What follows belongs to an exercise in optimizing a design on an open flow for small area, a short achievable clock period and few clock cycles per item; a production flow would make more cautious choices.
In this exercise RTL edits were held to simulation tests only and were not proved equivalent to the original.

Setup of build 98:
==> flow/design.v <==
`default_nettype none
package gf_field_pkg;
   localparam int GF_WIDTH  = 32;
   localparam int GF_HALF   = GF_WIDTH / 2;
   localparam int GF_PROD_W = 2 * GF_WIDTH - 1;
   localparam int GF_PART_W = 2 * GF_HALF - 1;
   localparam int GF_LANES  = 3;
   typedef logic [GF_HALF-1:0]   gf_half_t;
   typedef logic [GF_PART_W-1:0] gf_partial_t;
   typedef logic [GF_PROD_W-1:0] gf_product_t;
   typedef logic [GF_WIDTH-1:0]  gf_word_t;
endpackage
`default_nettype wire
`default_nettype none
package wb_bus_pkg;
   localparam int WB_ADR_W = 4;
   localparam int WB_DAT_W = 32;
   typedef struct packed {
      logic                cyc;
      logic                stb;
      logic                we;
      logic [WB_ADR_W-1:0] adr;
      logic [WB_DAT_W-1:0] dat_w;
   } wb_req_t;
   typedef struct packed {
      logic                ack;
      logic [WB_DAT_W-1:0] dat_r;
   } wb_rsp_t;
   localparam logic [WB_ADR_W-1:0] REG_OPA     = 4'd0;
   localparam logic [WB_ADR_W-1:0] REG_OPB     = 4'd1;
   localparam logic [WB_ADR_W-1:0] REG_PROD_LO = 4'd2;
   localparam logic [WB_ADR_W-1:0] REG_PROD_HI = 4'd3;
   localparam logic [WB_ADR_W-1:0] REG_RESULT  = 4'd4;
   localparam logic [WB_ADR_W-1:0] REG_STATUS  = 4'd5;
   localparam int STATUS_BUSY_BIT = 0;
endpackage
`default_nettype wire
`default_nettype none
module clmul_kara
#(
   parameter int N   = 32,
   parameter int LEV = 1
) (
   input  logic [N-1:0]   a,
   input  logic [N-1:0]   b,
   output logic [2*N-2:0] p
);
   if (LEV == 0 || N < 4) begin : g_sb
      always_comb begin
         p = '0;
         for (int i = 0; i < N; i++) begin
            for (int j = 0; j < N; j++) begin
               p[i+j] = p[i+j] ^ (a[i] & b[j]);
            end
         end
      end
   end else begin : g_k
      localparam int H = N / 2;
      logic [2*H-2:0] z0, z1, z2, mid;
      clmul_kara #(.N(H), .LEV(LEV-1)) u_lo  (.a(a[H-1:0]),            .b(b[H-1:0]),            .p(z0));
      clmul_kara #(.N(H), .LEV(LEV-1)) u_mid (.a(a[H-1:0] ^ a[N-1:H]), .b(b[H-1:0] ^ b[N-1:H]), .p(z1));
      clmul_kara #(.N(H), .LEV(LEV-1)) u_hi  (.a(a[N-1:H]),            .b(b[N-1:H]),            .p(z2));
      assign mid = z0 ^ z1 ^ z2;
      always_comb begin
         p = '0;
         p[2*H-2:0]   = z0;
         p[2*N-2:N]   = z2;
         p[H +: 2*H-1] = p[H +: 2*H-1] ^ mid;
      end
   end
endmodule
`default_nettype wire
`default_nettype none
module gf_reduce
#(
   parameter logic [31:0] FIELD_POLY = 32'h0000_008D
) (
   input  logic [62:0] product,
   output logic [31:0] result
);
   logic [62:0] rem;
   always_comb begin
      rem = product;
      for (int i = 62; i >= 32; i--) begin
         if (rem[i]) begin
            rem = rem ^ (63'd1 << i) ^ ({31'd0, FIELD_POLY} << (i - 32));
         end
      end
   end
   assign result = rem[31:0];
endmodule
`default_nettype wire
`default_nettype none
module gf_mul_top
#(
   parameter logic [31:0] FIELD_POLY = 32'h0000_008D
) (
   input  logic        clk,
   input  logic        rst,
   input  logic        wb_cyc_i,
   input  logic        wb_stb_i,
   input  logic        wb_we_i,
   input  logic [3:0]  wb_adr_i,
   input  logic [31:0] wb_dat_i,
   output logic        wb_ack_o,
   output logic [31:0] wb_dat_o
);
   logic [31:0] op_a;
   logic [31:0] op_b;
   logic [62:0] prod_q;
   logic [62:0] prod_c;
   logic [31:0] result;
   logic        req;
   assign req      = wb_cyc_i && wb_stb_i;
   assign wb_ack_o = req;
   clmul_kara #(.N(32), .LEV(1)) u_clmul (.a(op_a), .b(wb_dat_i), .p(prod_c));
   gf_reduce #(.FIELD_POLY(FIELD_POLY)) u_reduce (.product(prod_q), .result(result));
   always_ff @(posedge clk) begin
      if (rst) begin
         op_a   <= '0;
         op_b   <= '0;
         prod_q <= '0;
      end else if (req && wb_we_i) begin
         if (wb_adr_i == 4'd0) op_a <= wb_dat_i;
         if (wb_adr_i == 4'd1) begin
            op_b   <= wb_dat_i;
            prod_q <= prod_c;
         end
      end
   end
   always_comb begin
      case (wb_adr_i)
         4'd0:    wb_dat_o = op_a;
         4'd1:    wb_dat_o = op_b;
         4'd2:    wb_dat_o = prod_q[31:0];
         4'd3:    wb_dat_o = {1'b0, prod_q[62:32]};
         4'd4:    wb_dat_o = result;
         default: wb_dat_o = '0;
      endcase
   end
endmodule
`default_nettype wire
==> flow/config.mk <==
export PLATFORM = sky130hd
export DESIGN_NAME = gf_mul_top
export DESIGN_NICKNAME = gf_mul_top
export VERILOG_FILES = /design/flow/design.v
export SDC_FILE = /design/flow/constraint.sdc
export NUM_CORES = 4
export LEC_CHECK = 0
export CAP_MARGIN = 20
export CORE_MARGIN = 2
export CORE_UTILIZATION = 40
export SETUP_SLACK_MARGIN = 0.6
export SLEW_MARGIN = 20
==> flow/constraint.sdc <==
create_clock -name core_clock -period 3.0 [get_ports {clk}]
set_input_delay 0.6000 -clock core_clock [delete_from_list [all_inputs] [get_ports {clk}]]
set_output_delay 0.6000 -clock core_clock [all_outputs]
set_load 0.01 [all_outputs]
standard.sh (not shown) runs the stock make flow with config.mk's settings and CLKGATE_MAP_FILE= SYNTH_SCRIPT=/design/flow/synth_recipe.tcl, a recipe that flattens the netlist after the stock synthesis.
==> flow/flow/run.sh <==
#!/bin/bash
# The standard layout, with two changes: the input and output port buffers are made from
# plain buf cells, and a222oi (which the library has in one drive strength only, so timing
# repair cannot size it up) is added to the platform's don't-use list.
set -euo pipefail
DONT_USE="sky130_fd_sc_hd__probe_p_8 sky130_fd_sc_hd__probec_p_8 sky130_fd_sc_hd__lpflow_bleeder_1 sky130_fd_sc_hd__lpflow_clkbufkapwr_1 sky130_fd_sc_hd__lpflow_clkbufkapwr_16 sky130_fd_sc_hd__lpflow_clkbufkapwr_2 sky130_fd_sc_hd__lpflow_clkbufkapwr_4 sky130_fd_sc_hd__lpflow_clkbufkapwr_8 sky130_fd_sc_hd__lpflow_clkinvkapwr_1 sky130_fd_sc_hd__lpflow_clkinvkapwr_16 sky130_fd_sc_hd__lpflow_clkinvkapwr_2 sky130_fd_sc_hd__lpflow_clkinvkapwr_4 sky130_fd_sc_hd__lpflow_clkinvkapwr_8 sky130_fd_sc_hd__lpflow_decapkapwr_12 sky130_fd_sc_hd__lpflow_decapkapwr_3 sky130_fd_sc_hd__lpflow_decapkapwr_4 sky130_fd_sc_hd__lpflow_decapkapwr_6 sky130_fd_sc_hd__lpflow_decapkapwr_8 sky130_fd_sc_hd__lpflow_inputiso0n_1 sky130_fd_sc_hd__lpflow_inputiso0p_1 sky130_fd_sc_hd__lpflow_inputiso1n_1 sky130_fd_sc_hd__lpflow_inputiso1p_1 sky130_fd_sc_hd__lpflow_inputisolatch_1 sky130_fd_sc_hd__lpflow_isobufsrc_1 sky130_fd_sc_hd__lpflow_isobufsrc_16 sky130_fd_sc_hd__lpflow_isobufsrc_2 sky130_fd_sc_hd__lpflow_isobufsrc_4 sky130_fd_sc_hd__lpflow_isobufsrc_8 sky130_fd_sc_hd__lpflow_isobufsrckapwr_16 sky130_fd_sc_hd__lpflow_lsbuf_lh_hl_isowell_tap_1 sky130_fd_sc_hd__lpflow_lsbuf_lh_hl_isowell_tap_2 sky130_fd_sc_hd__lpflow_lsbuf_lh_hl_isowell_tap_4 sky130_fd_sc_hd__lpflow_lsbuf_lh_isowell_4 sky130_fd_sc_hd__lpflow_lsbuf_lh_isowell_tap_1 sky130_fd_sc_hd__lpflow_lsbuf_lh_isowell_tap_2 sky130_fd_sc_hd__lpflow_lsbuf_lh_isowell_tap_4 sky130_fd_sc_hd__a222oi_1"
bash standard.sh "BUFFER_PORTS_ARGS=-buffer_cell sky130_fd_sc_hd__buf_4" "DONT_USE_CELLS=$DONT_USE" finish > make_finish.log 2>&1
Testbench counts of build 98, summed over its fixed seeds: cycles 11,152, items 3,200.
diff inputs: build 98 => trial 85
Settings: changing CORE_UTILIZATION from 40 to 55; changing SETUP_SLACK_MARGIN from 0.6 to 0.3.
## What came out
- Summary of the comparison: wire length on met1 is lower in trial 85, relative to build 98.
- Build 98 → trial 85: fraction of the cycle the final worst path needs up 1.5 points; final cell count moved down.
- Trial 85 vs build 98, startpoint of the worst setup timing path: wb_adr_i[3] vs prod_q[61]
- As far as synthesized cell count goes, build 98 and trial 85 are indistinguishable; the numbers are identical.
- Delta (trial 85 minus build 98): number of cells traversed by the worst hold path decreased 1; final area decreased 2700 um2; cell count of the worst reg-to-reg path decreased 1; minimum clock period increased 0.044 ns.
- Comparing build 98 and trial 85, the lower count of clock-buffer cells in the layout was measured on build 98.
- Total iterations of the first detailed-routing run: trial 85 vs build 98 identical

## static timing again, ports no longer ideal
In the flow no input, the clock included, has a driving cell. The finished layouts below were timed again as built, in two steps. Step 1 sets driving cells, clkbuf_16 on the clock port and buf_2 on the other inputs (assumed; they add their load-dependent delay and slew). Step 2 also shifts input and output timing later by t, the mid clock arrival at the registers, as if the neighbouring blocks saw the same clock. Slacks: ideal / step 1 / step 2; pairs: ideal / step 1.
run | t, ns | setup WS [ns] | latest minus earliest clock arrival (ns)
build 98 | 0.516 | 0.341 / 0.270 / 0.179 | 0.015 / 0.015
trial 85 | 0.488 | 0.298 / 0.271 / 0.104 | 0.009 / 0.010
After both steps setup and hold are still met in every run listed. For trial 85, which loses most, drivers alone change the setup slack by -0.027 ns; drivers and shift together by -0.194 ns.
